Background: an optimization exercise with open tools, aiming at small area, a short achievable clock period and few clock cycles. Do not read the settings as production practice. Where RTL was checked, it was by simulation tests only, not by an equivalence proof against the original. Function not checked in runs 3 to 7: the RTL went through the layout flow alone. No activity file was given, so power comes from the tool's default toggle rates.

[flow/design.v]
package mams_pkg;
  localparam int unsigned ResponseW = 4;
  localparam int unsigned CountW    = 8;
  localparam int unsigned TotalW    = 11;
  localparam int unsigned MeanW     = 12;
  localparam int unsigned MedianW   = 4;
  localparam int unsigned FracBits  = 8;
  localparam int unsigned RecW = CountW + TotalW + MedianW + 1;
endpackage
module mams_cell (
  input  logic       clk_i,
  input  logic       clr_i,
  input  logic       inc_i,
  input  logic [6:0] k_i,
  output logic       flag_o
);
  logic [6:0] c_q;
  logic [6:0] unused_sum;
  logic       pass;
  assign {pass, unused_sum} = {1'b0, c_q} + {1'b0, ~k_i} + {7'd0, inc_i};
  assign flag_o = clr_i ? inc_i : pass;
  always_ff @(posedge clk_i) begin
    if (clr_i) begin
      c_q <= {6'd0, inc_i};
    end else if (inc_i && !(&c_q)) begin
      c_q <= c_q + 7'd1;
    end
  end
endmodule
module mams_div (
  input  logic                      clk_i,
  input  logic                      rst_ni,
  input  logic                      load_i,
  input  logic [mams_pkg::RecW-1:0] rec_i,
  output logic                      free_o,    
  output logic                      soon_o,    
  output logic                      valid_o,
  output logic [7:0]                count_o,
  output logic [10:0]               total_o,
  output logic [11:0]               mean_o,
  output logic [3:0]                median_o,
  output logic                      overflow_o
);
  logic [3:0]  cnt_q;      
  logic        run_q;
  logic        valid_q;
  logic [7:0]  dn_q;
  logic [10:0] dt_q;
  logic [3:0]  dm_q;
  logic        do_q;
  logic [11:0] q_q;
  logic [7:0]  rem_q;
  logic [7:0]  rc;
  logic [10:0] rs;
  logic [8:0]  trial;
  logic [8:0]  step;
  logic        sub;
  assign {rc, rs} = rec_i[mams_pkg::RecW-1:5];
  assign sub   = !rem_q[7];
  assign trial = {rem_q, q_q[11]};
  assign step  = trial + ({1'b0, dn_q} ^ {9{sub}}) + {8'd0, sub};
  assign free_o = !run_q;
  assign soon_o = run_q ? cnt_q <= 4'd3 : !load_i;
  always_ff @(posedge clk_i or negedge rst_ni) begin
    if (!rst_ni) begin
      run_q   <= 1'b0;
      valid_q <= 1'b0;
      cnt_q   <= '0;
    end else begin
      valid_q <= run_q && cnt_q == 4'd1;
      if (load_i) begin
        run_q <= 1'b1;
        cnt_q <= 4'd12;
      end else if (run_q) begin
        cnt_q <= cnt_q - 4'd1;
        if (cnt_q == 4'd1) run_q <= 1'b0;
      end
    end
  end
  always_ff @(posedge clk_i) begin
    if (load_i) begin
      {dn_q, dt_q, dm_q, do_q} <= rec_i;
    end
  end
  always_ff @(posedge clk_i) begin
    if (load_i) begin
      rem_q <= {1'b0, rs[10:4]};
      q_q   <= {rs[3:0], 8'd0};
    end else begin
      rem_q <= step[7:0];
      q_q   <= {q_q[10:0], !step[8]};
    end
  end
  assign valid_o    = valid_q;
  assign count_o    = dn_q;
  assign total_o    = dt_q;
  assign mean_o     = q_q;
  assign median_o   = dm_q;
  assign overflow_o = do_q;
endmodule
module mean_and_median_of_set (
  input  logic                           clk_i,
  input  logic                           rst_ni,
  input  logic                           start,
  output logic                           busy,
  input  logic [mams_pkg::ResponseW-1:0] response_i,
  input  logic                           last_i,
  output logic                           valid_o,
  output logic [mams_pkg::CountW-1:0]    count_o,
  output logic [mams_pkg::TotalW-1:0]    total_o,
  output logic [mams_pkg::MeanW-1:0]     mean_q8_o,
  output logic [mams_pkg::MedianW-1:0]   median_o,
  output logic                           overflow_o
);
  logic       busy_q;
  logic       in_v;       
  logic       in_keep;    
  logic [3:0] in_x;
  logic       in_last;
  logic       take;
  logic       room;       
  assign busy = busy_q;
  assign take = start && !busy_q;
  always_ff @(posedge clk_i or negedge rst_ni) begin
    if (!rst_ni) begin
      in_v    <= 1'b0;
      in_keep <= 1'b0;
    end else begin
      in_v    <= take;
      in_keep <= take && room;
    end
  end
  always_ff @(posedge clk_i) begin
    in_x    <= response_i;
    in_last <= last_i;
  end
  logic        fresh_q;    
  logic        rec_v_q;    
  logic        close;
  logic [7:0]  n_q;
  logic [6:0]  k_q;        
  logic [3:0]  med_q;      
  logic [10:0] s_q;
  logic        ovf_q;
  logic [14:0] flag;
  logic [15:0] f;
  logic [3:0]  med;
  logic [mams_pkg::RecW-1:0] rec;
  assign close = in_v && in_last;
  assign room  = close || fresh_q || !(n_q[7] || (n_q == 8'd127 && in_keep));
  always_ff @(posedge clk_i or negedge rst_ni) begin
    if (!rst_ni) begin
      fresh_q <= 1'b1;
      rec_v_q <= 1'b0;
    end else begin
      fresh_q <= close;
      rec_v_q <= close;
    end
  end
  always_ff @(posedge clk_i) begin
    if (fresh_q) begin
      n_q   <= {7'd0, in_keep};
      k_q   <= {6'd0, in_keep};
      s_q   <= in_keep ? {7'd0, in_x} : 11'd0;
      ovf_q <= in_v && !in_keep;
    end else begin
      n_q   <= n_q + {7'd0, in_keep};
      k_q   <= k_q + {6'd0, in_keep && !n_q[0]};
      s_q   <= s_q + (in_keep ? {7'd0, in_x} : 11'd0);
      ovf_q <= ovf_q || (in_v && !in_keep);
    end
  end
  for (genvar v = 0; v < 15; v++) begin : g_cum
    mams_cell u_cell (
      .clk_i (clk_i),
      .clr_i (fresh_q),
      .inc_i (in_keep && (in_x <= 4'(v))),
      .k_i   (k_q),
      .flag_o(flag[v])
    );
  end
  assign f = {1'b1, flag};
  always_comb begin
    med[3] = !f[7];
    med[2] = (f[7] && !f[3]) || (f[15] && !f[11]);
    med[1] = 1'b0;
    for (int j = 0; j < 4; j++) med[1] = med[1] || (f[4*j+3] && !f[4*j+1]);
    med[0] = 1'b0;
    for (int j = 0; j < 8; j++) med[0] = med[0] || (f[2*j+1] && !f[2*j]);
  end
  always_ff @(posedge clk_i) begin
    med_q <= med;
  end
  assign rec = {n_q, s_q, med_q, ovf_q};
  logic [mams_pkg::RecW-1:0] slot0_q, slot1_q;
  logic [1:0] fill_q, fill_d;
  logic       div_free, div_soon, div_load;
  logic       pop, push;
  logic [mams_pkg::RecW-1:0] div_rec;
  assign div_load = div_free && (fill_q != 2'd0 || rec_v_q);
  assign div_rec  = (fill_q != 2'd0) ? slot0_q : rec;
  assign pop      = div_load && fill_q != 2'd0;
  assign push     = rec_v_q && !(div_load && fill_q == 2'd0);
  always_comb begin
    fill_d = fill_q;
    if (pop)  fill_d = fill_d - 2'd1;
    if (push) fill_d = fill_d + 2'd1;
  end
  always_ff @(posedge clk_i or negedge rst_ni) begin
    if (!rst_ni) fill_q <= '0;
    else         fill_q <= fill_d;
  end
  always_ff @(posedge clk_i) begin
    if (fill_q == 2'd0 || pop) slot0_q <= fill_q[1] ? slot1_q : rec;
    if (rec_v_q)               slot1_q <= rec;
  end
  logic [2:0] due;
  assign due = {1'b0, fill_d} + {2'd0, close};
  always_ff @(posedge clk_i or negedge rst_ni) begin
    if (!rst_ni)              busy_q <= 1'b0;
    else if (take && last_i)  busy_q <= due >= 3'd1 + {2'd0, div_soon};
    else                      busy_q <= due >= 3'd2 + {2'd0, div_soon};
  end
  mams_div u_div (
    .clk_i     (clk_i),
    .rst_ni    (rst_ni),
    .load_i    (div_load),
    .rec_i     (div_rec),
    .free_o    (div_free),
    .soon_o    (div_soon),
    .valid_o   (valid_o),
    .count_o   (count_o),
    .total_o   (total_o),
    .mean_o    (mean_q8_o),
    .median_o  (median_o),
    .overflow_o(overflow_o)
  );
endmodule
[flow/config.mk]
export PLATFORM = sky130hd
export DESIGN_NAME = mean_and_median_of_set
export DESIGN_NICKNAME = mean_and_median_of_set
export VERILOG_FILES = /design/flow/design.v
export SDC_FILE = /design/flow/constraint.sdc
export NUM_CORES = 4
export LEC_CHECK = 0
export ABC_CLOCK_PERIOD_IN_PS = 2500
export CAP_MARGIN = 20
export CORE_MARGIN = 2
export CORE_UTILIZATION = 40
export SETUP_SLACK_MARGIN = 3.5
export SLEW_MARGIN = 20
[flow/constraint.sdc]
create_clock -name core_clock -period 6.0 [get_ports {clk_i}]
set_input_delay 1.2000 -clock core_clock [delete_from_list [all_inputs] [get_ports {clk_i}]]
set_output_delay 1.2000 -clock core_clock [all_outputs]
set_load 0.01 [all_outputs]
[flow/run.sh]
#!/bin/bash
# synth_recipe.tcl (not shown) runs the flow's synth.tcl, then flattens the netlist and writes it again
# the make line also repeats each setting of config.mk as NAME=value (left out here)
make -C /OpenROAD-flow-scripts/flow DESIGN_CONFIG=/design/flow/config.mk WORK_HOME=/design/flow/orfs CLKGATE_MAP_FILE= SYNTH_SCRIPT=/design/flow/synth_recipe.tcl finish
==> results.py, run 1 <==
metrics = {
    "cts": {
        "cts_tree": "done",
        "cts.path.max_buffers": 3,
        "numCtsBuffers": 27,
        "cts_max_level": 1,
        "clk_pin_slew_ps": 60,
        "clock_sinks": 246,
        "cts_root_buffer": "clkbuf_16",
        "clock_latency_ps": 560,
    },
    "setup_path": {
        "critPathLaunchType": "flop",
        "critPathRequiredTime_ps": 4800,
        "cp_cell_sequence": "dlygate4sd2_1",
        "end_kind": "output pin",
        "reg2reg_slack_ps": 3610,
        "worst_path_dominant_cell_family": "flip-flops",
        "r2r-start": "u_div.rem_q[7]",
        "crit_path_max_incr_delay_ps": 420,
        "rr_endpoint": "u_div.rem_q[7]",
        "critical_path_class": "reg2out",
        "startpoint": "u_div.dn_q[3]",
        "arrival_ps": 1270,
        "crit_slowest_cell": "edfxtp_1",
        "cp_num_buf_inv": 1,
        "ff2ff_path_depth": 7,
        "crit_path_max_fanout": 2,
    },
    "pwr": {
        "finalPower_mw": 6.93,
        "leakage_nw": 6.34,
        "powerDensity_mw_per_mm2": 453,
        "vdd_drop_max_mv": 0.287,
    },
    "timing": {
        "timing.final.max_slew_violations": 0,
        "finalCriticalPeriod_ps": 2470,
        "tightest_slew_ps": 818,
        "finalWorstSetupSlack_ps": 3530,
        "relSlewSlack": 0.451,
        "final_hold_viol_count": 0,
        "hold_slack_ps": 453,
        "finalSetupViolations": 0,
        "clock_skew_ps": 17.7,
        "fmax_ghz": 0.404,
        "rsz0062_at_grt": "yes",
        "fin_crit_sh": 0.412,
        "timing.setup.tns_ps": 0,
    },
    "layout": {
        "stdcell_count": 1777,
        "syn2layout_area_growth_pct": 18.6,
        "final_cell_area_mm2": 0.0153,
        "fin_util": 0.484,
        "n_antenna_cell": 0,
        "drive_gt1_frac": 0.151,
        "fin_nets": 1510,
    },
    "die": {
        "die_h_um": 184,
        "rows": 65,
        "io-pin-count": 46,
        "fp.dieW_um": 184,
        "core_area_mm2": 0.0316,
        "start_util": 0.408,
        "die-area_mm2": 0.0337,
    },
    "hold_path": {
        "holdPathStages": 2,
        "min_to": "u_div.q_q[8]",
        "hp-start": "u_div.q_q[7]",
        "min_path_type": "reg2reg",
    },
    "route": {
        "ant_nets": 0,
        "wl_per_cell_um": 16.4,
        "first_pass_iters": 4,
        "routed_via_density": 5.37,
        "dr.first_iter.drc_count": 481,
        "drc": 0,
        "routed_wl_um": 29100,
        "vias": 9537,
    },
    "place": {
        "portBuffers": 45,
        "postPlaceCellArea_mm2": 0.0138,
        "dp_cells": 1682,
        "place_ws_ps": 2300,
        "place_congestion": 0.778,
        "hpwl_um": 18300,
    },
    "yosys": {
        "synth_top_area_cell": "dfxtp_1",
        "synthCells": 1263,
        "synth_commonest_cells": "151 x nor2_1, 146 x dfxtp_1, 143 x ha_1",
        "async_flop_share": 0.0528,
        "synth_edf_count": 87,
        "yosys_warnings": 3,
        "yosysMostFrequentCell": "nor2_1",
        "syn_area_per_cell_um2": 10.2,
        "synth_nets": 1417,
        "ys_seq_area_frac": 0.454,
        "synthesis.area_mm2": 0.0129,
        "synth_top_area_share": 0.226,
        "synthDistinctLibCells": 67,
        "ys_ff_latch": 246,
        "ys.flop_type": "dfxtp_1",
        "yosys-top-cells-area": "dfxtp_1 23%, edfxtp_1 20%, ha_1 14%, xor2_1 5.0%, nor2_1 4.4%",
    },
    "run_status": {
        "outcome": "no timing/DRC/antenna violations",
    },
    "global_route": {
        "grt_pass1_wl_um": 47500,
        "grt_pass1_vias": 9105,
        "grt_max_degree": 88,
        "overflow": 0,
        "track_usage": 0.172,
        "antenna_found_initial": 0,
    },
    "run": {
        "maxCapViolCount": 0,
    },
}
power breakdown:
part	internal (mW)	switching, mW	leakage [nW]
clock network	0.943	0.687	0.417
registers	2.26	0.323	2.16
logic	1.26	1.45	3.76
cell families after synthesis:
family | Yosys count | synth area share
flip-flops | 246 | 0.454
buffers and inverters | 76 | 0.0227
XOR/XNOR | 87 | 0.0590
multiplexers | 68 | 0.0574
adder cells (fa/ha/maj) | 146 | 0.143
AND/OR/NAND/NOR | 429 | 0.157
AO/OA/AOI/OAI | 211 | 0.106
worst max path at each step:
stage / endpoint / slack, ps / cells past startpoint
6_report: count_o[3] / 3530 / 1
5_1_grt: s_q[10] / 3450 / 11
4_1_cts: med_q[1] / 3500 / 8
3_5_place_dp: u_div.rem_q[7] / 2300 / 8
3_3_place_gp: u_div.rem_q[7] / 2370 / 8
2_1_floorplan: s_q[10] / 3470 / 13
cells in the final DEF, fill, tap and decap left out, types with 47 or more instances in the layout:
cell type and count:
nor2_1 151, edfxtp_1 87, nand2_1 101, o21ai_0 49
ha_1 137, buf_4 47, a21oi_1 56, mux2_2 48
dfxtp_1 139, xor2_1 73
worst register-to-register path, cell delays in order (launching register included):
cell and delay, ps:
dfxtp_1 610, xnor2_1 170, ha_1 300, a31o_2 140, a21oi_1 110, o211a_1 280
or4b_2 610, nand3_1 90
repair_timing:
item,in CTS,in global routing
buffers inserted,15,31
cloned,1,0
hold buffers,0,0
endpoints found under the setup margin,145,26
resized for setup,58,47
pin swaps,2,14
per-layer routing:
layer	up-vias	GRT usage	wire, um
met4	0	0.0387	576
met3	43	0.0206	1030
met1	4587	0.238	13900
li1	4760	-	-
met5	-	0	0
met2	147	0.290	13600
final cells by class:
class | instances | area (um^2)
Clock buffer | 36 | 729
Clock inverter | 12 | 133
Fill cell | 2928 | 16300
Inverter | 36 | 153
Multi-Input combinational cell | 941 | 6920
Sequential cell | 246 | 5890
Tap cell | 402 | 503
Timing Repair Buffer | 104 | 983
state kept, by name, indices dropped and copies added, names as in the netlist, 2 cells and up:
register	flops
g_cum.u_cell.c_q	105
slot0_q	24
slot1_q	24
u_div.q_q	12
s_q	11
u_div.dt_q	11
n_q	8
u_div.dn_q	8
u_div.rem_q	8
k_q	7
in_x	4
med_q	4
u_div.cnt_q	4
u_div.dm_q	4
fill_q	2
Testbench counts, summed over its fixed seeds: cycles 54,377.
==> inputs of run 2 (changes only) <==
--- a/flow/config.mk
+++ b/flow/config.mk
@@ -6,8 +6,10 @@
 export NUM_CORES = 4
 export LEC_CHECK = 0
-export ABC_CLOCK_PERIOD_IN_PS = 2500
+export ABC_CLOCK_PERIOD_IN_PS = 2200
 export CAP_MARGIN = 20
 export CORE_MARGIN = 2
-export CORE_UTILIZATION = 40
-export SETUP_SLACK_MARGIN = 3.5
+export CORE_UTILIZATION = 55
+export CTS_CLUSTER_DIAMETER = 80
+export CTS_CLUSTER_SIZE = 20
+export SETUP_SLACK_MARGIN = 3.8
 export SLEW_MARGIN = 20
==> results.py, run 2 <==
metrics = {
    "global_route": {
        "grt_max_degree": 53,
        "antenna_found_initial": 1,
        "track_usage": 0.242,
        "overflow": 0,
        "grt_pass1_vias": 9161,
        "grt_pass1_wl_um": 47200,
    },
    "route": {
        "drc": 0,
        "ant_nets": 0,
        "first_pass_iters": 4,
        "wl_per_cell_um": 17.7,
        "vias": 9570,
        "dr.first_iter.drc_count": 533,
        "routed_wl_um": 30200,
        "routed_via_density": 5.61,
    },
    "setup_path": {
        "arrival_ps": 2740,
        "critPathRequiredTime_ps": 6380,
        "end_kind": "flop",
        "crit_slowest_cell": "dfxtp_2",
        "crit_path_max_incr_delay_ps": 350,
        "critPathLaunchType": "flop",
        "reg2reg_slack_ps": 3650,
        "ff2ff_path_depth": 9,
        "r2r-start": "k_q[4]",
        "critical_path_class": "reg2reg",
        "rr_endpoint": "med_q[0]",
        "cp_cell_sequence": "clkinvlp_4, buf_6, ha_4, a211o_1, a221o_1, a311oi_2, a211oi_2, a2111oi_2, nand4_1",
        "crit_path_max_fanout": 5,
    },
    "cts": {
        "cts_max_level": 1,
        "numCtsBuffers": 17,
        "cts_root_buffer": "clkbuf_16",
        "clock_latency_ps": 510,
        "cts_tree": "done",
        "clk_pin_slew_ps": 90,
        "cts.path.max_buffers": 3,
        "clock_sinks": 246,
    },
    "place": {
        "dp_cells": 1595,
        "postPlaceCellArea_mm2": 0.0138,
        "place_congestion": 0.791,
        "place_ws_ps": 2120,
        "hpwl_um": 18600,
        "portBuffers": 45,
    },
    "yosys": {
        "synth_top_area_cell": "dfxtp_1",
        "yosysMostFrequentCell": "nor2_1",
        "synth_commonest_cells": "151 x nor2_1, 146 x dfxtp_1, 143 x ha_1",
        "synth_edf_count": 87,
        "synth_nets": 1417,
        "syn_area_per_cell_um2": 10.2,
        "ys_ff_latch": 246,
        "synthDistinctLibCells": 67,
        "yosys_warnings": 3,
        "async_flop_share": 0.0528,
        "yosys-top-cells-area": "dfxtp_1 23%, edfxtp_1 20%, ha_1 14%, xor2_1 5.0%, nor2_1 4.4%",
        "ys_seq_area_frac": 0.454,
        "synthesis.area_mm2": 0.0129,
        "ys.flop_type": "dfxtp_1",
        "synth_top_area_share": 0.226,
        "synthCells": 1263,
    },
    "pwr": {
        "p_int_mw": 4.29,
        "share_comb_of_total_power": 0.444,
        "powerDensity_mw_per_mm2": 446,
        "finalPower_mw": 6.79,
        "vdd_drop_max_mv": 0.251,
        "swShare": 0.368,
        "p_sw_mw": 2.50,
        "pwr-share-seq": 0.385,
        "leakage_nw": 6.30,
        "clkPwrFrac": 0.171,
    },
    "die": {
        "rows": 56,
        "die-area_mm2": 0.0247,
        "io-pin-count": 46,
        "fp.dieW_um": 157,
        "start_util": 0.555,
        "die_h_um": 157,
        "core_area_mm2": 0.0233,
    },
    "layout": {
        "final_cell_area_mm2": 0.0152,
        "reg.largest.list": "g_cum.u_cell.c_q: 105 flops, slot0_q: 24 flops, slot1_q: 24 flops",
        "regMostFlops": "g_cum.u_cell.c_q",
        "largest_reg_flops": 105,
        "drive_gt1_frac": 0.226,
        "fin_util": 0.655,
        "fin_nets": 1529,
        "stdcell_count": 1706,
        "layout.cells.most_common_list": "150 x nor2_1, 133 x ha_1, 126 x dfxtp_1",
        "layout_commonest_cell": "nor2_1",
        "syn2layout_area_growth_pct": 18.0,
    },
    "timing": {
        "final_hold_viol_count": 0,
        "fin_crit_sh": 0.392,
        "timing.setup.tns_ps": 0,
        "hold_slack_ps": 445,
        "fmax_ghz": 0.425,
        "timing.final.max_slew_violations": 0,
        "relSlewSlack": 0.590,
        "clock_skew_ps": 11.7,
        "finalSetupViolations": 0,
        "finalCriticalPeriod_ps": 2350,
        "rsz0062_at_grt": "yes",
        "finalWorstSetupSlack_ps": 3650,
        "tightest_slew_ps": 615,
    },
    "hold_path": {
        "hp-start": "u_div.q_q[10]",
        "holdPathStages": 2,
        "min_path_type": "reg2reg",
        "min_to": "u_div.q_q[11]",
    },
    "run_status": {
        "outcome": "no timing/DRC/antenna violations",
    },
    "run": {
        "maxCapViolCount": 0,
    },
}
-- run 2: worst max-delay path: cells and delay by family (launching register included) --
kind                     cells  cell delay, ps
adder cells (fa/ha/maj)      1             210
buffers and inverters        2             270
AND/OR/NAND/NOR              1             140
AO/OA/AOI/OAI                5            1260
flip-flops                   1             350
-- run 2: power groups by stage --
stage / clock, mW / combinational (mW) / sequential (mW)
floorplan: 0 / 1.89 / 2.54
global placement: 0 / 2.44 / 2.66
detailed placement: 0 / 2.50 / 2.67
CTS: 1.19 / 2.87 / 2.61
global route: 1.24 / 3.36 / 2.68
finish: 1.16 / 3.02 / 2.62
-- run 2: area by class of cell --
class | instances | area [um^2]
Antenna cell | 1 | 2.50
Clock buffer | 24 | 462
Clock inverter | 6 | 51.3
Fill cell | 1913 | 8030
Inverter | 36 | 175
Multi-Input combinational cell | 942 | 7140
Sequential cell | 246 | 5910
Tap cell | 319 | 399
Timing Repair Buffer | 132 | 1100
-- run 2: worst max path at each step --
stage,start,slack (ps),endpoint,cells past startpoint
floorplan,fill_q[0],3740,busy_q,11
global placement,fill_q[1],2260,u_div.rem_q[7],7
detailed placement,fill_q[1],2120,u_div.rem_q[7],7
CTS,k_q[4],3690,med_q[0],9
global route,k_q[4],3540,med_q[0],9
finish,k_q[4],3650,med_q[0],9
-- run 2: what timing repair did --
item	in CTS	in global routing
hold buffers	0	0
gates resized for setup	216	30
hold endpoints to repair	0	0
pin swaps	12	12
buffers inserted	70	7
endpoints found under the setup margin	186	54
gates cloned	2	1
-- run 2: metal layers --
metal / routed length (um) / up-vias / part of all wire / GRT usage
li1: - / 4806 / - / -
met1: 13800 / 4577 / 0.46 / 0.313
met2: 14700 / 137 / 0.49 / 0.426
met3: 929 / 50 / 0.031 / 0.0314
met4: 771 / 0 / 0.026 / 0.0645
met5: 0 / - / 0 / 0
-- run 2: cells by family (layout without fill, tap and decap cells) --
group | count (synthesis) | after routing | synth area share
AOI/OAI and AO/OA | 211 | 211 | 0.106
xor gates and xnor gates | 87 | 87 | 0.0590
adders and majority gates | 146 | 146 | 0.143
buffers and inverters | 76 | 198 | 0.0227
DFF | 246 | 246 | 0.454
muxes | 68 | 68 | 0.0574
other | 0 | 1 | 0
and+or+nand+nor | 429 | 430 | 0.157
==> inputs of run 3 (changes only) <==
--- a/flow/design.v
+++ b/flow/design.v
@@ -138,7 +138,8 @@
   logic        rec_v_q;    
   logic        close;
-  logic [7:0]  n_q;
   logic [6:0]  k_q;        
-  logic [3:0]  med_q;      
+  logic        p_q;        
+  logic [14:0] flag_q;     
+  logic [7:0]  cnt;
   logic [10:0] s_q;
   logic        ovf_q;
@@ -148,5 +149,5 @@
   logic [mams_pkg::RecW-1:0] rec;
   assign close = in_v && in_last;
-  assign room  = close || fresh_q || !(n_q[7] || (n_q == 8'd127 && in_keep));
+  assign room  = close || fresh_q || !(k_q[6] && (!p_q || in_keep));
   always_ff @(posedge clk_i or negedge rst_ni) begin
     if (!rst_ni) begin
@@ -160,11 +161,11 @@
   always_ff @(posedge clk_i) begin
     if (fresh_q) begin
-      n_q   <= {7'd0, in_keep};
       k_q   <= {6'd0, in_keep};
+      p_q   <= in_keep;
       s_q   <= in_keep ? {7'd0, in_x} : 11'd0;
       ovf_q <= in_v && !in_keep;
     end else begin
-      n_q   <= n_q + {7'd0, in_keep};
-      k_q   <= k_q + {6'd0, in_keep && !n_q[0]};
+      k_q   <= k_q + {6'd0, in_keep && !p_q};
+      p_q   <= p_q ^ in_keep;
       s_q   <= s_q + (in_keep ? {7'd0, in_x} : 11'd0);
       ovf_q <= ovf_q || (in_v && !in_keep);
@@ -180,5 +181,8 @@
     );
   end
-  assign f = {1'b1, flag};
+  always_ff @(posedge clk_i) begin
+    flag_q <= flag;
+  end
+  assign f = {1'b1, flag_q};
   always_comb begin
     med[3] = !f[7];
@@ -189,8 +193,6 @@
     for (int j = 0; j < 8; j++) med[0] = med[0] || (f[2*j+1] && !f[2*j]);
   end
-  always_ff @(posedge clk_i) begin
-    med_q <= med;
-  end
-  assign rec = {n_q, s_q, med_q, ovf_q};
+  assign cnt = p_q ? {k_q - 7'd1, 1'b1} : {k_q, 1'b0};
+  assign rec = {cnt, s_q, med, ovf_q};
   logic [mams_pkg::RecW-1:0] slot0_q, slot1_q;
   logic [1:0] fill_q, fill_d;
==> results.py, run 3 <==
metrics = {
    "die": {
        "die_h_um": 158,
        "fp.dieW_um": 158,
        "io-pin-count": 46,
        "rows": 56,
        "start_util": 0.557,
        "core_area_mm2": 0.0234,
        "die-area_mm2": 0.0250,
    },
    "route": {
        "drc": 0,
        "dr.first_iter.drc_count": 519,
        "routed_via_density": 5.61,
        "vias": 9467,
        "first_pass_iters": 7,
        "wl_per_cell_um": 16.6,
        "ant_nets": 0,
        "routed_wl_um": 28100,
    },
    "setup_path": {
        "critPathRequiredTime_ps": 6360,
        "critPathMostFrequentCell": "ha_4",
        "crit_path_max_incr_delay_ps": 440,
        "crit_slowest_cell": "dfrtp_4",
        "arrival_ps": 2650,
        "end_kind": "flop",
        "critPathLaunchType": "flop",
        "worst_path_dominant_cell_family": "adder cells",
        "crit_path_max_fanout": 2,
        "cp_cell_sequence": "clkinvlp_4, ha_4, nor3_2, a21oi_1, xnor2_1, ha_2, inv_2, ha_4, nand2b_4, a221oi_4, a41oi_2",
        "reg2reg_slack_ps": 3710,
        "cp_num_buf_inv": 2,
        "critical_path_class": "reg2reg",
    },
    "cts": {
        "cts.path.max_buffers": 3,
        "clock_sinks": 250,
        "cts_tree": "done",
        "numCtsBuffers": 17,
        "clock_latency_ps": 510,
        "cts_root_buffer": "clkbuf_16",
        "clk_pin_slew_ps": 80,
        "cts_max_level": 1,
    },
    "yosys": {
        "async_flop_share": 0.0520,
        "synthCells": 1276,
        "ys_seq_area_frac": 0.456,
        "synth_nets": 1430,
        "ys_ff_latch": 250,
        "yosysMostFrequentCell": "dfxtp_1",
        "synth_top_area_cell": "dfxtp_1",
        "syn_area_per_cell_um2": 10.2,
        "synth_commonest_cells": "150 x dfxtp_1, 143 x ha_1, 113 x nor2_1",
        "yosys-top-cells-area": "dfxtp_1 23%, edfxtp_1 20%, ha_1 14%, mux2_2 4.2%, nor2_1 3.3%",
        "synthesis.area_mm2": 0.0130,
        "synth_top_area_share": 0.230,
        "ys.flop_type": "dfxtp_1",
        "synthDistinctLibCells": 66,
        "synth_edf_count": 87,
        "yosys_warnings": 3,
    },
    "layout": {
        "drive_gt1_frac": 0.179,
        "layout_commonest_cell": "ha_1",
        "largest_reg_flops": 105,
        "fillCellCount": 1984,
        "layout.cells.most_common_list": "139 x ha_1, 131 x dfxtp_1, 112 x nor2_1",
        "seqCellArea_mm2": 0.00598,
        "multi_input_area_mm2": 0.00691,
        "fin_nets": 1511,
        "n_antenna_cell": 0,
        "reg.largest.list": "g_cum.u_cell.c_q: 105 flops, slot0_q: 24 flops, slot1_q: 24 flops",
        "final_cell_area_mm2": 0.0149,
        "regMostFlops": "g_cum.u_cell.c_q",
        "syn2layout_area_growth_pct": 14.5,
    },
    "pwr": {
        "finalPower_mw": 6.77,
        "powerDensity_mw_per_mm2": 453,
        "vdd_drop_max_mv": 0.230,
        "leakage_nw": 6.06,
    },
    "place": {
        "portBuffers": 45,
        "hpwl_um": 18100,
        "place_congestion": 0.787,
        "place_ws_ps": 2320,
        "postPlaceCellArea_mm2": 0.0138,
    },
    "timing": {
        "finalWorstSetupSlack_ps": 3710,
        "tightest_slew_ps": 905,
        "relSlewSlack": 0.387,
        "rsz0062_at_grt": "yes",
        "fmax_ghz": 0.438,
        "fin_crit_sh": 0.381,
        "finalSetupViolations": 0,
        "timing.setup.tns_ps": 0,
        "clock_skew_ps": 23.2,
        "final_hold_viol_count": 0,
        "finalCriticalPeriod_ps": 2290,
        "timing.final.max_slew_violations": 0,
    },
    "global_route": {
        "grt_max_degree": 64,
        "grt_pass1_wl_um": 45100,
        "grt_pass1_vias": 8968,
        "antenna_found_initial": 0,
        "overflow": 0,
        "track_usage": 0.225,
    },
    "hold_path": {
        "min_path_type": "reg2reg",
    },
    "run_status": {
        "outcome": "no timing/DRC/antenna violations",
    },
    "run": {
        "maxCapViolCount": 0,
    },
}
==> run 3: area by class of cell <==
class | count | area share
sequential | 250 | 0.401
inverter | 50 | 0.0161
timing repair inverter | 1 | 0.000503
multi-input combinational | 933 | 0.463
tap | 319 | 0.0267
clock buffer | 23 | 0.0307
clock inverter | 7 | 0.00478
timing repair buffer | 104 | 0.0576
==> run 3: worst register-to-register path: stages, from the launching register on <==
cell and delay, ps:
dfrtp_4 440, clkinvlp_4 110, ha_4 170, nor3_2 100, a21oi_1 70, xnor2_1 240
ha_2 310, inv_2 80, ha_4 200, nand2b_4 140, a221oi_4 220, a41oi_2 50
==> run 3: cells by family (layout without fill, tap and decap cells) <==
kind of cell               after synthesis  in the layout  synth area share
adders and majority gates              146            146             0.142
muxes                                   60             60            0.0508
xor gates and xnor gates                78             78            0.0524
and+or+nand+nor                        384            384             0.143
AOI/OAI and AO/OA                      265            265             0.130
DFF                                    250            250             0.456
buffers and inverters                   93            185            0.0271
==> run 3: repair_timing <==
action	CTS	global route
endpoints found under the setup margin	171	87
pin swaps	8	10
setup buffers	40	12
hold buffers	0	0
gates cloned	1	2
gates resized for setup	195	40
==> run 3: power breakdown <==
part	switching [mW]	internal (mW)	total [mW]
logic	1.43	1.42	2.85
registers	0.381	2.36	2.74
clock network	0.587	0.591	1.18
==> run 3: worst paths after layout <==
| check | start | end | cells after the start |
|---|---|---|---|
| hold / removal | u_div.q_q[2] | u_div.q_q[3] | 1 |
| min in group asynchronous | rst_ni | in_v | 1 |
| setup reg to reg | fill_q[1] | busy_q | 11 |
| hold reg to reg | u_div.q_q[2] | u_div.q_q[3] | 1 |
| max in group asynchronous | rst_ni | fill_q[1] | 1 |
| setup / recovery | fill_q[1] | busy_q | 11 |
==> run 3: per-layer routing <==
metal,GRT usage,up-vias,part of all wire
met3,0.0244,25,0.032
met1,0.303,4473,0.47
met4,0.0408,0,0.012
li1,-,4820,-
met2,0.395,149,0.49
met5,0,-,0
==> run 3: per-stage QoR <==
stage	instances	util	hold slack (ps)
2_1_floorplan	1276	-	406
3_3_place_gp	1602	0.589	448
3_5_place_dp	1602	0.589	437
4_1_cts	1673	0.625	453
5_1_grt	1687	0.638	473
6_report	1687	0.638	453
==> inputs of run 4 (changes only) <==
--- a/flow/config.mk
+++ b/flow/config.mk
@@ -6,5 +6,5 @@
 export NUM_CORES = 4
 export LEC_CHECK = 0
-export ABC_CLOCK_PERIOD_IN_PS = 2200
+export ABC_AREA = 1
 export CAP_MARGIN = 20
 export CORE_MARGIN = 2
==> results.py, run 4 <==
metrics = {
    "run_status": {
        "outcome": "no timing/DRC/antenna violations",
    },
    "route": {
        "routed_via_density": 5.20,
        "drc": 0,
        "dr.first_iter.drc_count": 562,
        "first_pass_iters": 5,
        "routed_wl_um": 29400,
        "wl_per_cell_um": 14.4,
        "ant_nets": 0,
        "vias": 10600,
    },
    "die": {
        "rows": 57,
        "io-pin-count": 46,
        "die-area_mm2": 0.0257,
        "core_area_mm2": 0.0241,
        "start_util": 0.556,
        "fp.dieW_um": 160,
        "die_h_um": 160,
    },
    "layout": {
        "largest_reg_flops": 105,
        "layout_commonest_cell": "nand2_1",
        "reg.largest.list": "g_cum.u_cell.c_q: 105 flops, slot0_q: 24 flops, slot1_q: 24 flops",
        "layout.cells.most_common_list": "447 x nand2_1, 169 x inv_1, 152 x nor2_1",
        "fin_nets": 1867,
        "fillCellCount": 2177,
        "syn2layout_area_growth_pct": 11.4,
        "drive_gt1_frac": 0.0998,
        "regMostFlops": "g_cum.u_cell.c_q",
        "n_antenna_cell": 0,
    },
    "timing": {
        "fmax_ghz": 0.421,
        "finalCriticalPeriod_ps": 2380,
        "finalSetupViolations": 0,
        "timing.setup.tns_ps": 0,
        "rsz0062_at_grt": "yes",
        "fin_crit_sh": 0.396,
        "tightest_slew_ps": 649,
        "timing.final.max_slew_violations": 0,
        "clock_skew_ps": 11.3,
        "relSlewSlack": 0.566,
        "final_hold_viol_count": 0,
    },
    "yosys": {
        "synthDistinctLibCells": 47,
        "synthCells": 1651,
        "ys.flop_type": "dfxtp_1",
        "syn_area_per_cell_um2": 8.12,
        "yosys-top-cells-area": "dfxtp_1 22%, edfxtp_1 19%, ha_1 13%, nand2_1 13%, inv_1 5.1%",
        "ys_ff_latch": 250,
        "synthesis.area_mm2": 0.0134,
        "synth_top_area_share": 0.224,
        "synth_top_area_cell": "dfxtp_1",
        "ys_seq_area_frac": 0.443,
        "synth_edf_count": 87,
        "synth_commonest_cells": "448 x nand2_1, 181 x inv_1, 154 x nor2_1",
        "yosys_warnings": 3,
        "yosysMostFrequentCell": "nand2_1",
        "synth_nets": 1805,
        "async_flop_share": 0.0520,
    },
    "setup_path": {
        "crit_path_max_fanout": 4,
        "reg2reg_slack_ps": 3620,
        "critPathRequiredTime_ps": 6420,
        "arrival_ps": 2800,
        "critical_path_class": "reg2reg",
        "critPathLaunchType": "flop",
        "end_kind": "flop",
    },
    "place": {
        "hpwl_um": 20400,
        "portBuffers": 45,
        "place_congestion": 0.896,
    },
    "cts": {
        "cts.path.max_buffers": 3,
        "numCtsBuffers": 17,
        "clock_sinks": 250,
        "clk_pin_slew_ps": 90,
        "cts-hold-fix-buffers": 0,
        "cts_root_buffer": "clkbuf_16",
        "clock_latency_ps": 500,
        "cts_tree": "done",
        "cts_max_level": 1,
    },
    "global_route": {
        "overflow": 0,
        "antenna_found_initial": 0,
        "grt_max_degree": 60,
        "track_usage": 0.232,
        "grt_pass1_vias": 9907,
        "grt_pass1_wl_um": 49000,
    },
    "pwr": {
        "leakage_nw": 6.96,
        "powerDensity_mw_per_mm2": 463,
        "vdd_drop_max_mv": 0.276,
        "finalPower_mw": 6.91,
    },
    "hold_path": {
        "min_path_type": "reg2reg",
    },
    "run": {
        "maxCapViolCount": 0,
    },
}
-- run 4: cell types whose count changed in the layout (fill, tap and decap cells not counted), moves of 13 or more --
cell,before,now
nand3_1,40,66
a21o_1,19,2
a21oi_1,79,105
xnor2_1,47,17
mux2_2,49,0
nand2_1,98,447
xor2_1,30,9
buf_4,45,26
nor2_1,112,152
and3_1,18,5
o21ai_0,70,99
inv_1,39,169
and4_1,13,0
-- run 4: power breakdown --
| group | internal [mW] | total, mW | switching, mW |
|---|---|---|---|
| combinational | 1.17 | 2.98 | 1.82 |
| sequential | 2.41 | 2.79 | 0.377 |
| clock | 0.551 | 1.14 | 0.587 |
| total | 4.13 | 6.91 | 2.78 |
-- run 4: logic make-up after synthesis --
family	Yosys count	synth area share
buffers and inverters	227	0.0657
AOI/OAI and AO/OA	274	0.113
adders and majority gates	146	0.138
and+or+nand+nor	725	0.222
DFF	250	0.443
xor gates and xnor gates	29	0.0189
-- run 4: layout make-up --
class | count | area [um^2] | share of cell area
clock buffers | 25 | 465 | 0.0312
well taps | 324 | 405 | 0.0271
inverters | 191 | 759 | 0.0508
repair buffers | 79 | 599 | 0.0401
clock inverters | 4 | 35.0 | 0.00235
multi-input cells | 1174 | 6700 | 0.449
flip-flops and latches | 250 | 5970 | 0.400
-- run 4: path summary, 6_finish.rpt --
check	from	end	cells past startpoint
max	fill_q[1]	busy_q	11
min	u_div.q_q[3]	u_div.q_q[4]	2
max reg2reg	fill_q[1]	busy_q	11
min reg2reg	u_div.q_q[3]	u_div.q_q[4]	2
max in group asynchronous	rst_ni	rec_v_q	1
min in group asynchronous	rst_ni	u_div.cnt_q[0]	1
-- run 4: timing repair --
item / 4_1_cts / 5_1_grt
resized for setup: 188 / 16
setup endpoints to repair: 180 / 125
pin swaps: 5 / 0
setup buffers: 19 / 12
-- run 4: layer usage --
| metal | routed length (um) | up-vias | GRT usage |
|---|---|---|---|
| met4 | 699 | 0 | 0.0614 |
| met2 | 13800 | 157 | 0.409 |
| met5 | 0 | - | 0 |
| met1 | 13900 | 4850 | 0.305 |
| li1 | - | 5584 | - |
| met3 | 1050 | 48 | 0.0257 |
-- run 4: critical path: stages (launching register included) --
cell	delay [ps]
dfrtp_4	520
inv_8	70
ha_4	170
nor2_4	50
xor2_2	160
xnor2_1	160
inv_1	100
ha_4	180
inv_2	60
fa_1	410
a211o_1	280
a41oi_2	150
-- run 4: per-stage QoR --
stage,instance area [um^2],setup WS (ps),instances,hold slack [ps],utilization
after floorplan,13500,3530,1651,408,-
after global placement,14200,2590,1987,412,0.589
after detailed placement,14200,2520,1987,420,0.589
after CTS,14700,3650,2035,423,0.611
after global routing,14900,3540,2047,436,0.620
final,14900,3620,2047,420,0.620
==> inputs of run 5 (changes only) <==
--- a/flow/config.mk
+++ b/flow/config.mk
@@ -6,5 +6,5 @@
 export NUM_CORES = 4
 export LEC_CHECK = 0
-export ABC_AREA = 1
+export ABC_CLOCK_PERIOD_IN_PS = 2000
 export CAP_MARGIN = 20
 export CORE_MARGIN = 2
@@ -12,4 +12,4 @@
 export CTS_CLUSTER_DIAMETER = 80
 export CTS_CLUSTER_SIZE = 20
-export SETUP_SLACK_MARGIN = 3.8
+export SETUP_SLACK_MARGIN = 4.0
 export SLEW_MARGIN = 20
==> results.py, run 5 <==
metrics = {
    "timing": {
        "tightest_slew_ps": 677,
        "hold_slack_ps": 470,
        "clock_skew_ps": 26.8,
        "relSlewSlack": 0.545,
        "timing.final.max_slew_violations": 0,
        "fmax_ghz": 0.441,
        "timing.setup.tns_ps": 0,
        "finalWorstSetupSlack_ps": 3730,
        "rsz0062_at_grt": "yes",
        "finalSetupViolations": 0,
        "final_hold_viol_count": 0,
        "finalCriticalPeriod_ps": 2270,
        "fin_crit_sh": 0.378,
    },
    "cts": {
        "clock_latency_ps": 500,
        "cts_root_buffer": "clkbuf_16",
        "numCtsBuffers": 16,
        "cts_tree": "done",
        "clock_sinks": 250,
        "clk_pin_slew_ps": 90,
        "cts.path.max_buffers": 3,
        "cts_max_level": 1,
    },
    "global_route": {
        "grt_pass1_wl_um": 46700,
        "overflow": 0,
        "track_usage": 0.235,
        "grt_max_degree": 94,
        "antenna_found_initial": 0,
        "grt_pass1_vias": 9031,
    },
    "yosys": {
        "ys_seq_area_frac": 0.456,
        "yosysMostFrequentCell": "dfxtp_1",
        "synth_top_area_cell": "dfxtp_1",
        "synth_nets": 1430,
        "ys_ff_latch": 250,
        "synth_edf_count": 87,
        "ys.flop_type": "dfxtp_1",
        "synthCells": 1276,
        "synthesis.area_mm2": 0.0130,
        "synth_top_area_share": 0.230,
        "yosys_warnings": 3,
        "async_flop_share": 0.0520,
        "yosys-top-cells-area": "dfxtp_1 23%, edfxtp_1 20%, ha_1 14%, mux2_2 4.2%, nor2_1 3.3%",
        "syn_area_per_cell_um2": 10.2,
        "synth_commonest_cells": "150 x dfxtp_1, 143 x ha_1, 113 x nor2_1",
        "synthDistinctLibCells": 66,
    },
    "hold_path": {
        "hp-start": "u_div.q_q[1]",
        "min_to": "u_div.q_q[2]",
        "min_path_type": "reg2reg",
        "holdPathStages": 1,
    },
    "setup_path": {
        "crit_path_max_fanout": 2,
        "crit_path_max_incr_delay_ps": 420,
        "cp_num_buf_inv": 1,
        "cp_cell_sequence": "buf_2",
        "rr_endpoint": "busy_q",
        "end_kind": "output pin",
        "critical_path_class": "reg2out",
        "critPathRequiredTime_ps": 4800,
        "arrival_ps": 1070,
        "r2r-start": "fill_q[1]",
        "crit_slowest_cell": "edfxtp_1",
        "worst_path_dominant_cell_family": "flip-flops",
        "reg2reg_slack_ps": 3770,
        "ff2ff_path_depth": 10,
        "critPathLaunchType": "flop",
    },
    "layout": {
        "fillCellCount": 1947,
        "layout_commonest_cell": "ha_1",
        "final_cell_area_mm2": 0.0152,
        "fin_nets": 1519,
        "stdcell_count": 1693,
        "fin_util": 0.651,
        "largest_reg_flops": 105,
        "n_antenna_cell": 0,
        "reg.largest.list": "g_cum.u_cell.c_q: 105 flops, slot0_q: 24 flops, slot1_q: 24 flops",
        "drive_gt1_frac": 0.208,
        "regMostFlops": "g_cum.u_cell.c_q",
        "layout.cells.most_common_list": "134 x ha_1, 126 x dfxtp_1, 112 x nor2_1",
        "syn2layout_area_growth_pct": 16.8,
    },
    "route": {
        "first_pass_iters": 5,
        "vias": 9533,
        "dr.first_iter.drc_count": 573,
        "routed_via_density": 5.63,
        "wl_per_cell_um": 17.2,
        "ant_nets": 0,
        "routed_wl_um": 29200,
        "drc": 0,
    },
    "die": {
        "die-area_mm2": 0.0250,
        "start_util": 0.557,
        "fp.dieW_um": 158,
        "die_h_um": 158,
        "io-pin-count": 46,
        "core_area_mm2": 0.0234,
        "rows": 56,
    },
    "run_status": {
        "outcome": "no timing/DRC/antenna violations",
    },
    "place": {
        "place_congestion": 0.791,
        "place_ws_ps": 2930,
        "postPlaceCellArea_mm2": 0.0139,
        "dp_cells": 1603,
        "hpwl_um": 18100,
        "portBuffers": 45,
    },
    "pwr": {
        "vdd_drop_max_mv": 0.273,
        "powerDensity_mw_per_mm2": 460,
        "leakage_nw": 6.11,
        "finalPower_mw": 7.00,
    },
    "run": {
        "maxCapViolCount": 0,
    },
}
==> run 5: cell types whose count changed in the layout (fill, tap and decap cells not counted), moves of 13 or more <==
cell,change
a21o_1,+17
a21oi_1,-32
and3_1,+13
and4_1,+13
buf_4,+26
buf_6,+18
inv_1,-133
mux2_2,+49
nand2_1,-351
nand3_1,-26
nor2_1,-40
o21ai_0,-34
xnor2_1,+29
xor2_1,+21
==> run 5: report_power, final <==
part	internal [mW]	switching, mW	total, mW
logic	1.60	1.54	3.14
registers	2.36	0.392	2.76
clock network	0.542	0.568	1.11
==> run 5: cell type report <==
| cell class | instances | area [um^2] | area share |
|---|---|---|---|
| clock inverter | 1 | 8.76 | 0.000575 |
| clock buffer | 26 | 469 | 0.0308 |
| tap | 319 | 399 | 0.0262 |
| inverter | 50 | 226 | 0.0149 |
| multi-input combinational | 933 | 7140 | 0.469 |
| timing repair buffer | 112 | 960 | 0.0630 |
| sequential | 250 | 6010 | 0.394 |
| timing repair inverter | 2 | 12.5 | 0.000822 |
==> run 5: how the worst max path moves through the flow <==
| stage | start | to | slack [ps] | depth (start not counted) |
|---|---|---|---|---|
| CTS | u_div.dn_q[4] | count_o[4] | 3720 | 1 |
| finish | u_div.dn_q[4] | count_o[4] | 3730 | 1 |
| global route | fill_q[1] | busy_q | 3670 | 9 |
| floorplan | fill_q[1] | busy_q | 3620 | 12 |
| global placement | fill_q[1] | busy_q | 2970 | 10 |
| detailed placement | fill_q[1] | busy_q | 2930 | 11 |
==> run 5: cells by family (layout without fill, tap and decap cells) <==
logic type,after synthesis,after routing,share of synthesized area
AND/OR/NAND/NOR,384,384,0.143
AO/OA/AOI/OAI,265,265,0.130
flip-flops,250,250,0.456
adder cells (fa/ha/maj),146,146,0.142
buffers and inverters,93,191,0.0271
XOR/XNOR,78,78,0.0524
multiplexers,60,60,0.0508
==> run 5: metal layers <==
layer,routed length [um],GRT usage,vias to the layer above
li1,-,-,4831
met1,13900,0.321,4506
met2,13600,0.404,162
met3,1130,0.0257,34
met4,577,0.0528,0
met5,0,0,-
==> run 5: what timing repair did <==
action,CTS,global route
setup endpoints to repair,278,106
cloned,3,0
pin swaps,10,27
gates resized for setup,235,52
buffers inserted,46,14
hold buffers,0,0
==> inputs of run 6 (changes only) <==
--- a/flow/config.mk
+++ b/flow/config.mk
@@ -6,10 +6,11 @@
 export NUM_CORES = 4
 export LEC_CHECK = 0
-export ABC_CLOCK_PERIOD_IN_PS = 2000
+export ABC_CLOCK_PERIOD_IN_PS = 2200
 export CAP_MARGIN = 20
 export CORE_MARGIN = 2
-export CORE_UTILIZATION = 55
+export CORE_UTILIZATION = 70
 export CTS_CLUSTER_DIAMETER = 80
 export CTS_CLUSTER_SIZE = 20
-export SETUP_SLACK_MARGIN = 4.0
+export PLACE_DENSITY = 0.8
+export SETUP_SLACK_MARGIN = 3.8
 export SLEW_MARGIN = 20
==> results.py, run 6 <==
metrics = {
    "cts": {
        "cts_max_level": 1,
        "clock_sinks": 250,
        "cts.path.max_buffers": 3,
        "cts_root_buffer": "clkbuf_16",
        "cts_tree": "done",
        "clk_pin_slew_ps": 80,
        "clock_latency_ps": 490,
        "numCtsBuffers": 16,
    },
    "layout": {
        "layout.cells.most_common_list": "138 x ha_1, 132 x dfxtp_1, 113 x nor2_1",
        "largest_reg_flops": 105,
        "seqCellArea_mm2": 0.00598,
        "reg.largest.list": "g_cum.u_cell.c_q: 105 flops, slot0_q: 24 flops, slot1_q: 24 flops",
        "layout_commonest_cell": "ha_1",
        "drive_gt1_frac": 0.172,
        "fillCellCount": 1164,
        "final_cell_area_mm2": 0.0147,
        "n_antenna_cell": 0,
        "fin_util": 0.810,
        "syn2layout_area_growth_pct": 12.7,
        "multi_input_area_mm2": 0.00690,
        "regMostFlops": "g_cum.u_cell.c_q",
        "stdcell_count": 1592,
        "fin_nets": 1508,
    },
    "place": {
        "hpwl_um": 18200,
        "portBuffers": 45,
        "dp_cells": 1512,
        "place_congestion": 0.814,
        "postPlaceCellArea_mm2": 0.0137,
    },
    "yosys": {
        "yosys_warnings": 3,
        "async_flop_share": 0.0520,
        "yosys-top-cells-area": "dfxtp_1 23%, edfxtp_1 20%, ha_1 14%, mux2_2 4.2%, nor2_1 3.3%",
        "ys.flop_type": "dfxtp_1",
        "synth_commonest_cells": "150 x dfxtp_1, 143 x ha_1, 113 x nor2_1",
        "synth_edf_count": 87,
        "synth_nets": 1430,
        "yosysMostFrequentCell": "dfxtp_1",
        "syn_area_per_cell_um2": 10.2,
        "ys_seq_area_frac": 0.456,
        "synth_top_area_share": 0.230,
        "synthCells": 1276,
        "synthDistinctLibCells": 66,
        "synth_top_area_cell": "dfxtp_1",
        "synthesis.area_mm2": 0.0130,
        "ys_ff_latch": 250,
    },
    "setup_path": {
        "rr_endpoint": "busy_q",
        "critPathRequiredTime_ps": 6410,
        "critPathLaunchType": "flop",
        "arrival_ps": 2760,
        "crit_slowest_cell": "fa_1",
        "critical_path_class": "reg2reg",
        "crit_path_max_fanout": 2,
        "ff2ff_path_depth": 10,
        "end_kind": "flop",
        "crit_end": "busy_q",
        "cp_cell_sequence": "clkinvlp_4, ha_4, nor3_2, a21oi_1, xnor2_1, ha_2, inv_1, fa_1, a211o_1, a41oi_2",
        "crit_path_max_incr_delay_ps": 470,
        "startpoint": "fill_q[1]",
        "reg2reg_slack_ps": 3650,
        "r2r-start": "fill_q[1]",
    },
    "global_route": {
        "track_usage": 0.291,
        "grt_pass1_wl_um": 47100,
        "met2_usage": 0.510,
        "grtUsageMet1": 0.380,
        "top_usage_layer": "met2",
        "antenna_found_initial": 0,
        "use_met3": 0.0356,
        "grt_pass1_vias": 9536,
        "grt_max_degree": 72,
        "overflow": 0,
    },
    "die": {
        "io-pin-count": 46,
        "die-area_mm2": 0.0197,
        "die_h_um": 140,
        "start_util": 0.719,
        "core_area_mm2": 0.0181,
        "rows": 49,
        "fp.dieW_um": 140,
    },
    "pwr": {
        "leakage_nw": 6.01,
        "powerDensity_mw_per_mm2": 461,
        "vdd_drop_max_mv": 0.321,
        "finalPower_mw": 6.77,
    },
    "timing": {
        "tightest_slew_ps": 909,
        "fin_crit_sh": 0.391,
        "clock_skew_ps": 12.9,
        "finalSetupViolations": 0,
        "fmax_ghz": 0.426,
        "final_hold_viol_count": 0,
        "rsz0062_at_grt": "yes",
        "finalCriticalPeriod_ps": 2350,
        "relSlewSlack": 0.385,
        "timing.setup.tns_ps": 0,
        "timing.final.max_slew_violations": 0,
    },
    "route": {
        "vias": 9860,
        "routed_wl_um": 28900,
        "drc": 0,
        "routed_via_density": 6.19,
        "dr.first_iter.drc_count": 608,
        "first_pass_iters": 7,
        "wl_per_cell_um": 18.2,
        "ant_nets": 0,
    },
    "run_status": {
        "outcome": "no timing/DRC/antenna violations",
    },
    "hold_path": {
        "min_path_type": "reg2reg",
    },
    "run": {
        "maxCapViolCount": 0,
    },
}
[run 6: changes by cell type in the layout (fill, tap and decap cells not counted), moves of 5 or more]
| cell | previous run | this run |
|---|---|---|
| a21oi_2 | 7 | 1 |
| buf_2 | 26 | 38 |
| dfxtp_4 | 8 | 3 |
| a21oi_1 | 73 | 80 |
| buf_4 | 52 | 45 |
| dfxtp_1 | 126 | 132 |
| buf_6 | 21 | 6 |
[run 6: worst max-delay path: cells and delay by family, from the launching register on]
family | cells | cell delay (ps)
adders and majority gates | 3 | 880
buffers and inverters | 2 | 180
DFF | 1 | 450
xor gates and xnor gates | 1 | 210
AOI/OAI and AO/OA | 3 | 460
and+or+nand+nor | 1 | 100
[run 6: kinds of logic after synthesis]
logic type | Yosys count | share of synthesized area
fa+ha+maj | 146 | 0.142
compound gates | 265 | 0.130
simple gates | 384 | 0.143
flops | 250 | 0.456
buf+inv | 93 | 0.0271
mux | 60 | 0.0508
xor+xnor | 78 | 0.0524
[run 6: worst min-delay path by stage]
stage                 start  slack (ps)  cells past startpoint           end
2_1_floorplan        s_q[4]         410                      0    slot1_q[9]
3_3_place_gp   u_div.q_q[5]         440                      1  u_div.q_q[6]
3_5_place_dp   u_div.q_q[1]         440                      1  u_div.q_q[2]
4_1_cts        u_div.q_q[1]         450                      1  u_div.q_q[2]
5_1_grt        u_div.q_q[5]         490                      1  u_div.q_q[6]
6_report       u_div.q_q[1]         450                      1  u_div.q_q[2]
[run 6: cell type report]
type	count	area share
clock buffers	26	0.0313
inverters	50	0.0161
clock inverters	1	0.000766
flip-flops and latches	250	0.407
multi-input cells	933	0.470
well taps	229	0.0195
repair buffers	103	0.0555
[run 6: stage by stage]
step | hold WS (ps) | worst slack (ps)
6_report | 450 | 3650
5_1_grt | 486 | 3550
4_1_cts | 453 | 3730
3_5_place_dp | 439 | 2400
3_3_place_gp | 442 | 2530
2_1_floorplan | 406 | 3410
[run 6: routing by layer]
| layer | vias to the layer above | wire length, um |
|---|---|---|
| met5 | - | 0 |
| met4 | 0 | 1010 |
| met3 | 92 | 1430 |
| met2 | 291 | 14100 |
| met1 | 4673 | 12400 |
| li1 | 4804 | - |
[run 6: power by group]
part	total [mW]	leakage, nW	switching (mW)	internal, mW
Sequential	2.74	2.20	0.377	2.36
Combinational	2.95	3.58	1.53	1.42
Clock	1.09	0.226	0.559	0.533
Total	6.77	6.01	2.46	4.31
[run 6: what timing repair did]
| item | 4_1_cts | 5_1_grt |
|---|---|---|
| gates cloned | 0 | 2 |
| endpoints found under the hold margin | 0 | 0 |
| hold buffers | 0 | 0 |
| buffers inserted | 42 | 9 |
| gates resized for setup | 191 | 36 |
| endpoints found under the setup margin | 165 | 61 |
| pin swaps | 7 | 8 |
==> inputs of run 7 (changes only) <==
--- a/flow/design.v
+++ b/flow/design.v
@@ -196,31 +196,45 @@
   assign rec = {cnt, s_q, med, ovf_q};
   logic [mams_pkg::RecW-1:0] slot0_q, slot1_q;
-  logic [1:0] fill_q, fill_d;
+  logic       ge1_q, ge2_q;    
+  logic       ge1_d, ge2_d;
   logic       div_free, div_soon, div_load;
   logic       pop, push;
   logic [mams_pkg::RecW-1:0] div_rec;
-  assign div_load = div_free && (fill_q != 2'd0 || rec_v_q);
-  assign div_rec  = (fill_q != 2'd0) ? slot0_q : rec;
-  assign pop      = div_load && fill_q != 2'd0;
-  assign push     = rec_v_q && !(div_load && fill_q == 2'd0);
+  assign div_load = div_free && (ge1_q || rec_v_q);
+  assign div_rec  = ge1_q ? slot0_q : rec;
+  assign pop      = div_free && ge1_q;
+  assign push     = rec_v_q && !(div_free && !ge1_q);
   always_comb begin
-    fill_d = fill_q;
-    if (pop)  fill_d = fill_d - 2'd1;
-    if (push) fill_d = fill_d + 2'd1;
-  end
-  always_ff @(posedge clk_i or negedge rst_ni) begin
-    if (!rst_ni) fill_q <= '0;
-    else         fill_q <= fill_d;
-  end
-  always_ff @(posedge clk_i) begin
-    if (fill_q == 2'd0 || pop) slot0_q <= fill_q[1] ? slot1_q : rec;
-    if (rec_v_q)               slot1_q <= rec;
-  end
-  logic [2:0] due;
-  assign due = {1'b0, fill_d} + {2'd0, close};
-  always_ff @(posedge clk_i or negedge rst_ni) begin
-    if (!rst_ni)              busy_q <= 1'b0;
-    else if (take && last_i)  busy_q <= due >= 3'd1 + {2'd0, div_soon};
-    else                      busy_q <= due >= 3'd2 + {2'd0, div_soon};
+    ge1_d = ge1_q;
+    ge2_d = ge2_q;
+    if (push && !pop) begin
+      ge1_d = 1'b1;
+      ge2_d = ge1_q;
+    end else if (pop && !push) begin
+      ge1_d = ge2_q;
+      ge2_d = 1'b0;
+    end
+  end
+  always_ff @(posedge clk_i or negedge rst_ni) begin
+    if (!rst_ni) begin
+      ge1_q <= 1'b0;
+      ge2_q <= 1'b0;
+    end else begin
+      ge1_q <= ge1_d;
+      ge2_q <= ge2_d;
+    end
+  end
+  always_ff @(posedge clk_i) begin
+    if (!ge1_q || pop) slot0_q <= ge2_q ? slot1_q : rec;
+    if (rec_v_q)       slot1_q <= rec;
+  end
+  logic ca, cb, due2, due3;
+  assign ca   = close;
+  assign cb   = take && last_i;
+  assign due2 = ge2_d || (ge1_d && (ca || cb)) || (ca && cb);
+  assign due3 = (ge2_d && (ca || cb)) || (ge1_d && ca && cb);
+  always_ff @(posedge clk_i or negedge rst_ni) begin
+    if (!rst_ni) busy_q <= 1'b0;
+    else         busy_q <= div_soon ? due3 : due2;
   end
   mams_div u_div (
==> results.py, run 7 <==
metrics = {
    "run_status": {
        "outcome": "no timing/DRC/antenna violations",
    },
    "timing": {
        "tightest_slew_ps": 974,
        "fin_crit_sh": 0.381,
        "final_hold_viol_count": 0,
        "timing.setup.tns_ps": 0,
        "rsz0062_at_grt": "yes",
        "clock_skew_ps": 15.3,
        "finalCriticalPeriod_ps": 2280,
        "finalWorstSetupSlack_ps": 3720,
        "timing.final.max_slew_violations": 0,
        "fmax_ghz": 0.438,
        "relSlewSlack": 0.350,
        "finalSetupViolations": 0,
    },
    "setup_path": {
        "rr_endpoint": "u_div.q_q[0]",
        "cp_num_buf_inv": 1,
        "end_kind": "output pin",
        "crit_path_max_fanout": 2,
        "crit_path_max_incr_delay_ps": 430,
        "worst_path_dominant_cell_family": "flip-flops",
        "ff2ff_path_depth": 9,
        "reg2reg_slack_ps": 3730,
        "critical_path_class": "reg2out",
        "r2r-start": "u_div.dn_q[0]",
        "crit_slowest_cell": "edfxtp_1",
        "arrival_ps": 1080,
        "cp_cell_sequence": "buf_2",
        "critPathLaunchType": "flop",
        "critPathRequiredTime_ps": 4800,
    },
    "yosys": {
        "synth_top_family_by_area": "simple AND/OR/NAND/NOR gates",
        "synth-simple-area-share": 0.147,
        "async_flop_share": 0.0520,
        "yosys-top-cells-area": "dfxtp_1 23%, edfxtp_1 20%, ha_1 13%, mux2_2 4.3%, nor2_1 3.5%",
        "ys.flop_type": "dfxtp_1",
        "synth_top_area_share": 0.233,
        "synth_top_area_cell": "dfxtp_1",
        "synthDistinctLibCells": 74,
        "synthCells": 1234,
        "ys_seq_area_frac": 0.461,
        "yosys_warnings": 3,
        "synth_nets": 1382,
        "ys_ff_latch": 250,
        "synthXorXnorAreaFrac": 0.0544,
        "synth_mux_area_frac": 0.0537,
        "synth-compound-area-share": 0.122,
        "yosysMostFrequentCell": "dfxtp_1",
        "synth-adder-area-share": 0.137,
        "syn_area_per_cell_um2": 10.4,
        "synth_edf_count": 87,
        "synth_commonest_cells": "150 x dfxtp_1, 138 x ha_1, 121 x nor2_1",
        "synthesis.area_mm2": 0.0129,
    },
    "die": {
        "core_area_mm2": 0.0180,
        "io-pin-count": 46,
        "fp.dieW_um": 140,
        "die-area_mm2": 0.0195,
        "start_util": 0.715,
        "die_h_um": 140,
        "rows": 49,
    },
    "cts": {
        "cts_max_level": 1,
        "cts-hold-fix-buffers": 0,
        "cts_root_buffer": "clkbuf_16",
        "cts_tree": "done",
        "numCtsBuffers": 16,
        "clock_sinks": 250,
        "cts.path.max_buffers": 3,
        "clock_latency_ps": 490,
        "clk_pin_slew_ps": 90,
    },
    "layout": {
        "fin_nets": 1452,
        "layout.cells.most_common_list": "134 x ha_1, 132 x dfxtp_1, 119 x nor2_1",
        "fillCellCount": 1123,
        "regMostFlops": "g_cum.u_cell.c_q",
        "seqCellArea_mm2": 0.00599,
        "largest_reg_flops": 105,
        "n_antenna_cell": 0,
        "drive_gt1_frac": 0.178,
        "multi_input_area_mm2": 0.00682,
        "syn2layout_area_growth_pct": 12.5,
        "layout_commonest_cell": "ha_1",
        "reg.largest.list": "g_cum.u_cell.c_q: 105 flops, slot0_q: 24 flops, slot1_q: 24 flops",
    },
    "hold_path": {
        "min_to": "u_div.q_q[7]",
        "holdPathStages": 1,
        "hp-start": "u_div.q_q[6]",
        "min_path_type": "reg2reg",
    },
    "route": {
        "wl_met1_um": 12300,
        "dr.first_iter.drc_count": 584,
        "routed_via_density": 6.26,
        "routed_wl_um": 28800,
        "first_pass_iters": 6,
        "ant_nets": 0,
        "drc": 0,
        "met3_length_um": 1400,
        "wl_per_cell_um": 18.7,
        "wl_met2_um": 14200,
        "routed.top_layer": "met4",
        "vias": 9645,
    },
    "global_route": {
        "grt_pass1_vias": 9191,
        "antenna_found_initial": 0,
        "track_usage": 0.284,
        "grt_max_degree": 81,
        "grt_pass1_wl_um": 45700,
        "overflow": 0,
    },
    "place": {
        "place_ws_ps": 3390,
        "place_congestion": 0.867,
        "portBuffers": 45,
        "hpwl_um": 17400,
    },
    "run": {
        "maxCapViolCount": 0,
    },
    "pwr": {
        "leakage_nw": 6.14,
        "powerDensity_mw_per_mm2": 442,
        "vdd_drop_max_mv": 0.487,
    },
}
## run 7: cell types whose count changed after synthesis, moves of 13 or more
cell	change
a21o_1	+19
a21oi_1	-15
inv_1	-13
nand2_1	-25
nand4_1	+23
o21ai_0	-18
## run 7: cell type report
cell class              instances  area share
inverters                      36      0.0109
multi-input cells             904       0.471
well taps                     229      0.0198
repair buffers                 96      0.0537
clock buffers                  25      0.0314
clock inverters                 1    0.000777
flip-flops and latches        250       0.413
## run 7: what timing repair did
item,CTS,global route
pin swaps,10,15
setup buffers,33,13
gates resized for setup,193,29
cloned,1,0
endpoints found under the setup margin,143,52
## run 7: worst max-delay path by stage
stage | cells past startpoint | slack (ps) | endpoint | start
floorplan | 8 | 3840 | u_div.rem_q[7] | u_div.rem_q[7]
global placement | 1 | 3420 | slot0_q[10] | ge1_q
detailed placement | 1 | 3390 | slot0_q[10] | ge1_q
CTS | 1 | 3670 | mean_q8_o[11] | u_div.q_q[11]
global route | 1 | 3690 | count_o[4] | u_div.dn_q[4]
finish | 1 | 3720 | count_o[1] | u_div.dn_q[1]
## run 7: where the power goes
group / switching, mW / internal [mW] / leakage (nW)
Combinational: 1.33 / 1.30 / 3.74
Sequential: 0.427 / 2.27 / 2.18
Clock: 0.559 / 0.530 / 0.225
## run 7: stage by stage
stage / util / instance area (um^2) / total power, mW / instances / hold WS, ps
final: 0.804 / 14500 / 6.41 / 1541 / 465
after global routing: 0.804 / 14500 / 6.82 / 1541 / 480
after CTS: 0.791 / 14300 / 6.18 / 1528 / 469
after detailed placement: 0.749 / 13500 / 4.93 / 1468 / 459
after global placement: 0.749 / 13500 / 4.79 / 1468 / 456
after floorplan: - / 12900 / 4.26 / 1234 / 414
## run 7: per-layer routing
layer | up-vias | global-route usage
met5 | - | 0
met4 | 0 | 0.0842
met3 | 66 | 0.0361
met2 | 296 | 0.500
met1 | 4628 | 0.367
li1 | 4655 | -
## run 7: logic make-up (layout without fill, tap and decap cells)
group                      after synthesis  in the layout
xor gates and xnor gates                80             80
muxes                                   63             63
adders and majority gates              140            140
AOI/OAI and AO/OA                      238            238
and+or+nand+nor                        383            383
DFF                                    250            250
buffers and inverters                   80            158

==> port drivers added, routing unchanged <==
Ports are ideal in the flow. The routed layouts listed here were re-timed in OpenROAD.
Step 1, drivers: a clkbuf_16 drives clk_i and a buf_2 each remaining input, both assumed.
Step 2 also shifts input and output timing later by t, the mid clock arrival at the registers, as if the neighbouring blocks saw the same clock.
a / b / c = no drivers / after step 1 / after step 2; a / b = the first two.
| run | shift t [ns] | setup WS [ns] | worst register clock-pin slew, ns | worst data-port slew with drivers (ns) |
|---|---|---|---|---|
| run 1 | 0.595 | 3.526 / 3.478 / 3.532 | 0.07 / 0.07 | 0.04 |
| run 2 | 0.548 | 3.647 / 3.647 / 3.647 | 0.09 / 0.09 | 0.04 |
| run 3 | 0.549 | 3.715 / 3.677 / 3.568 | 0.09 / 0.09 | 0.03 |
| run 4 | 0.541 | 3.623 / 3.623 / 3.623 | 0.09 / 0.09 | 0.03 |
| run 5 | 0.539 | 3.730 / 3.680 / 3.608 | 0.09 / 0.09 | 0.03 |
| run 6 | 0.530 | 3.652 / 3.652 / 3.595 | 0.09 / 0.09 | 0.04 |
| run 7 | 0.526 | 3.715 / 3.671 / 3.660 | 0.09 / 0.09 | 0.04 |
After both steps setup and hold are still met in every run listed. The setup slack of run 3, which loses most, moves by -0.038 ns with the drivers and by -0.147 ns with both steps.
